From an optimization exercise on the open Yosys and OpenROAD flow, aimed at a short achievable clock period, few clock cycles per item and low power; shortcuts taken in it are not production practice. At most, simulation tests tie the RTL to the original design; equivalence was not proved. Power is estimated from default activity; no workload was simulated.

cedar:
## fmul_pipe
module fmul_pipe
#(
    parameter int EXP   = 8,
    parameter int FRAC  = 23,
    parameter int WIDTH = EXP + FRAC + 1
) (
    input  logic              clk,
    input  logic              rst,
    input  logic              in_valid,
    output logic              in_ready,
    input  logic [WIDTH-1:0]  a,
    input  logic [WIDTH-1:0]  b,
    input  logic [1:0]        round_mode,
    output logic              out_valid,
    input  logic              out_ready,
    output logic [WIDTH-1:0]  r,
    output logic [NFLAGS-1:0] flags
);
Size in the first run: roughly 4300 cells after synthesis, ~110 I/O pins, roughly 36000 um2 of cells after synthesis.
clock: 8.0 ns
lec_check: 0
abc_area: 1
cap_margin: 10
core_margin: 2
core_utilization: 40
cts_cluster_diameter: 150
cts_cluster_size: 20
setup_slack_margin: 4.3
slew_margin: 10
run.sh (not shown) runs the stock make flow with config.mk's settings and CLKGATE_MAP_FILE= SYNTH_SCRIPT=/design/flow/synth_recipe.tcl, a recipe that flattens the netlist after the stock synthesis.
Having completed the whole flow, cedar delivered a layout that passed the timing, design-rule and antenna checks.
Testbench counts of cedar, summed over its fixed seeds: cycles 32,032, items 32,000.
#### Input delta (harbor over cedar)
- SETUP_SLACK_MARGIN now 4.2, was 4.3
- SLEW_MARGIN now 20, was 10
- CAP_MARGIN now 20, was 10
[summary]
The final layout from harbor, which completed every stage, passed the timing, design-rule and antenna checks at the end of the flow. Initial standard-cell utilization of the core: cedar vs harbor, no meaningful difference. Diff harbor and cedar: net switching component of the power lower in harbor. Where design area is concerned, cedar is outperformed by harbor. Relative to cedar, the layout-stage area growth over the synthesis result of harbor is lower by 1.7 points. Diff harbor and cedar: setup slack lower in harbor. harbor has share of the clock period used by the worst path above what cedar had. [compare] base=cedar new=harbor: total wire length after detailed routing -2.9%; via count -162.
Setup changes, harbor to ember
- clearing ABC_AREA, which used to be 1
- swapping 4.2 for 4.5 in SETUP_SLACK_MARGIN
==> comparison <==
- Relative to harbor, the non-clock inverter count in the final layout of ember is lower by about 50%.
- ember ended with more sum of routed wire length over all layers than harbor.
- Highest layer used for signal routing: met4 -> harbor, met5 -> ember
- Number of inserted diodes: ember vs harbor up 5
- Compared with harbor, in ember minimum clock period moved down; worst slack on hold paths moved up.
Here is what was changed in the inputs of violet compared with ember.
- TNS_END_PERCENT: unset -> 10
- SETUP_SLACK_MARGIN: 4.5 -> 4.3
### Flow results
On total power: violet sits below ember.
Looking at via count, violet sits below ember.
Cmp violet and ember / maximum vdd drop / lower: ember
violet has buffers plus inverters on the worst setup path below what ember had.
Reported for violet and ember, sequential cell count turned out identical to the last digit.
[violet] final period demand of the worst path rose 0.14 ns relative to ember
Cmp violet and ember / least setup slack across all paths after layout / lower: violet
## Diff of input files: sierra against violet
- TNS_END_PERCENT no longer set, was 10
- CTS_CLUSTER_DIAMETER no longer set, was 150
- CTS_CLUSTER_SIZE no longer set, was 20
==> run summary <==
- Looking at cell type of the slowest stage on the worst timing path, the sky130_fd_sc_hd__fa_1 result is from violet; the sky130_fd_sc_hd__or4_4 one comes from sierra.
- violet ended up with fewer cell instances than sierra did.
- In the metrics for violet and sierra, the one carrying the lower overall power consumption is violet.
- On power share of the combinational group: between violet and sierra, it ends up lower for sierra.
- Leakage power figure: sierra higher than violet
- sierra ended with more via density per instance than violet.
- From violet to sierra the numbers moved as follows: final wirelength now sits higher; first-pass GRT wire length increased by 6000 um relative to the old numbers.
- sierra finished all stages; the layout is clean.
- Measured against each other, violet and sierra differ in post-layout minimum cycle time, the higher figure coming from violet.
- Relative to violet, met3 demand-to-capacity share in global routing increased by 0.38 points in sierra.

========
Another version of the RTL of fmul_pipe (not shown whole).
Size in the first run: about 3600 cells after synthesis.
make LEC_CHECK=0 CAP_MARGIN=20 CORE_MARGIN=2 CORE_UTILIZATION=40 SLEW_MARGIN=20 finish   # period 8.0 ns
Then changed:
Settings changed: ABC_CLOCK_PERIOD_IN_PS from default to 3000, SETUP_SLACK_MARGIN from default to 4.6.
What happened:
- via count is higher by 1.5%
- final cell count rises by 2.1%
- area after synthesis is unchanged
- first-iteration DRC count climbs by about 16%
- critical path depth increases by 3
- non-clock buffer count grows by 102
- die area is unchanged
Then changed:
Settings changed: SETUP_SLACK_MARGIN 4.6 to default.
- non-clock buffer count shrinks by 102
- routed wire length falls by 4.1%
- worst setup slack got worse by 0.76 ns
- total power went down by 11%
- area after synthesis is unchanged
- cell count went down by 2.1%
- critical path depth falls by 3
- die area stays the same
- global-route usage falls by 0.40 points
- utilization goes down by 2.7 points
- clock-buffer cell count falls by 4
No functional check of the RTL was part of any run of this note.

========
== run 1 ==
RTL: one of the versions met above, not the one the previous note started from.
For scale: roughly 4300 cells after synthesis, roughly 460 flip-flops, roughly 110 I/O pins, roughly 0.036 mm2 of cells after synthesis.
==> flow/config.mk <==
export PLATFORM = sky130hd
export DESIGN_NAME = fmul_pipe
export DESIGN_NICKNAME = fmul_pipe
export VERILOG_FILES = /design/flow/design.v
export SDC_FILE = /design/flow/constraint.sdc
export NUM_CORES = 4
export LEC_CHECK = 0
export ABC_AREA = 1
export CAP_MARGIN = 20
export CORE_MARGIN = 2
export CORE_UTILIZATION = 40
export CTS_CLUSTER_DIAMETER = 150
export CTS_CLUSTER_SIZE = 20
export SETUP_SLACK_MARGIN = 4.3
export SLEW_MARGIN = 20
==> flow/constraint.sdc <==
create_clock -name core_clock -period 8.0 [get_ports {clk}]
set_input_delay 1.6000 -clock core_clock [delete_from_list [all_inputs] [get_ports {clk}]]
set_output_delay 1.6000 -clock core_clock [all_outputs]
set_load 0.01 [all_outputs]
Testbench counts of run 1, summed over its fixed seeds: cycles 32,032, items 32,000.
Setup changes, run 1 to run 2
Settings: TNS_END_PERCENT now 40, previously not set; ABC_AREA no longer set, was 1.
From run 1 to run 2 the numbers moved as follows: multi-input combinational cell area increased by about 5% relative to the old numbers, number of well taps decreased about 1.8%.
Run 2 does worse than run 1 on overall power after layout.
Portion of total power attributed to combinational logic (higher): run 2
Changes in run 3 relative to run 2:
Settings: ABC_AREA newly set to 1; SETUP_SLACK_MARGIN changed from 4.3 to 4.45; TNS_END_PERCENT removed (was 40).
## What came out
Run 3 closes out successfully: all stages finished, all timing, DRC and antenna checks passed. [compare] base=run 2 new=run 3: normalized max-slew margin moved up; number of unique standard cell types used by synthesis fell 40; overall die area increased by 3.2% relative to the old numbers. Higher non-clock buffer count was reported by run 3, not run 2. Compared with run 2, in run 3 insertion delay to the later sink of the worst-skew pair now smaller, share of the core filled with cells in the final layout now larger, area of the core now larger, sum of internal, switching and leakage power now larger. In the reports for run 3 and run 2, the smaller synthesized instance count belongs to run 2. Compared run 3 vs run 2, and non-filler instance count after layout is up in run 3. Higher clock share of power was reported by run 2, not run 3.
The following lists how run 4 was set up differently from run 3:
Settings: swapping 4.45 for 3.9 in SETUP_SLACK_MARGIN; clearing CTS_CLUSTER_SIZE, which used to be 20; clearing CTS_CLUSTER_DIAMETER, which used to be 150; clearing ABC_AREA, which used to be 1.
Findings:
Summary of the comparison: total power is higher in run 4, relative to run 3. Looking only at internal power, and setting everything else aside, the higher value of run 4 and run 3 goes to run 4. Compared with run 3, in run 4 final wirelength decreased by about 11% relative to the old numbers; worst-case headroom to the max-slew limit down 7.5 points; number of clock buffers in the layout now sits higher. In the reports for run 4 and run 3, the larger global routing met2 resource utilization belongs to run 3. Cmp run 4 vs run 3: tightest hold margin lower in run 4. The number of placement rows in run 4 was lower than what run 3 gave. Between run 4 and run 3, it is run 4 whose number of non-clock inverters is lower, by 560. Number of vias in the routed layout ends up lower on run 4.

==> re-timing with driven ports <==
How much do the figures lean on ideal ports? The routed layouts below were timed once more, with nothing changed but the port constraints.
Step 1 (the two cells are an assumption about what drives the block):
set clk [get_ports {clk}]
set_driving_cell -lib_cell sky130_fd_sc_hd__clkbuf_16 $clk
set_driving_cell -lib_cell sky130_fd_sc_hd__buf_2 [delete_from_list [all_inputs] $clk]
Step 2 times the ports against the registers' clock, not the clock port: input delays grow and output delays shrink by t, the midpoint of the rising clock arrivals with the driver on.
Slacks: no drivers / after step 1 / after step 2; pairs: no drivers / after step 1.
| run | t (ns) | slack for setup (ns) | clock arrival spread, ns | worst slew at a driven data input, ns |
|---|---|---|---|---|
| cedar | 0.667 | 4.402 / 4.402 / 3.780 | 0.036 / 0.036 | 0.06 |
| harbor | 0.670 | 4.271 / 4.271 / 3.743 | 0.032 / 0.032 | 0.05 |
| ember | 0.678 | 4.306 / 4.306 / 3.858 | 0.028 / 0.028 | 0.06 |
| violet | 0.674 | 4.163 / 4.163 / 3.619 | 0.042 / 0.042 | 0.05 |
| sierra | 0.681 | 4.301 / 4.346 / 3.664 | 0.031 / 0.031 | 0.04 |
| the first run of note 2 | 0.700 | 3.607 / 3.607 / 3.571 | 0.033 / 0.033 | 0.06 |
| the second run of note 2 | 0.695 | 4.369 / 4.369 / 4.243 | 0.044 / 0.044 | 0.06 |
| the third run of note 2 | 0.700 | 3.607 / 3.607 / 3.571 | 0.033 / 0.033 | 0.06 |
| run 1 | 0.667 | 4.402 / 4.402 / 3.780 | 0.036 / 0.036 | 0.06 |
| run 2 | 0.674 | 4.276 / 4.276 / 3.728 | 0.044 / 0.044 | 0.05 |
| run 3 | 0.657 | 4.362 / 4.362 / 3.858 | 0.045 / 0.046 | 0.06 |
| run 4 | 0.674 | 3.993 / 3.993 / 3.364 | 0.032 / 0.032 | 0.05 |
After both steps every run listed still meets setup and hold. For sierra, which loses most, drivers alone change the setup slack by +0.045 ns; drivers and shift together by -0.637 ns.
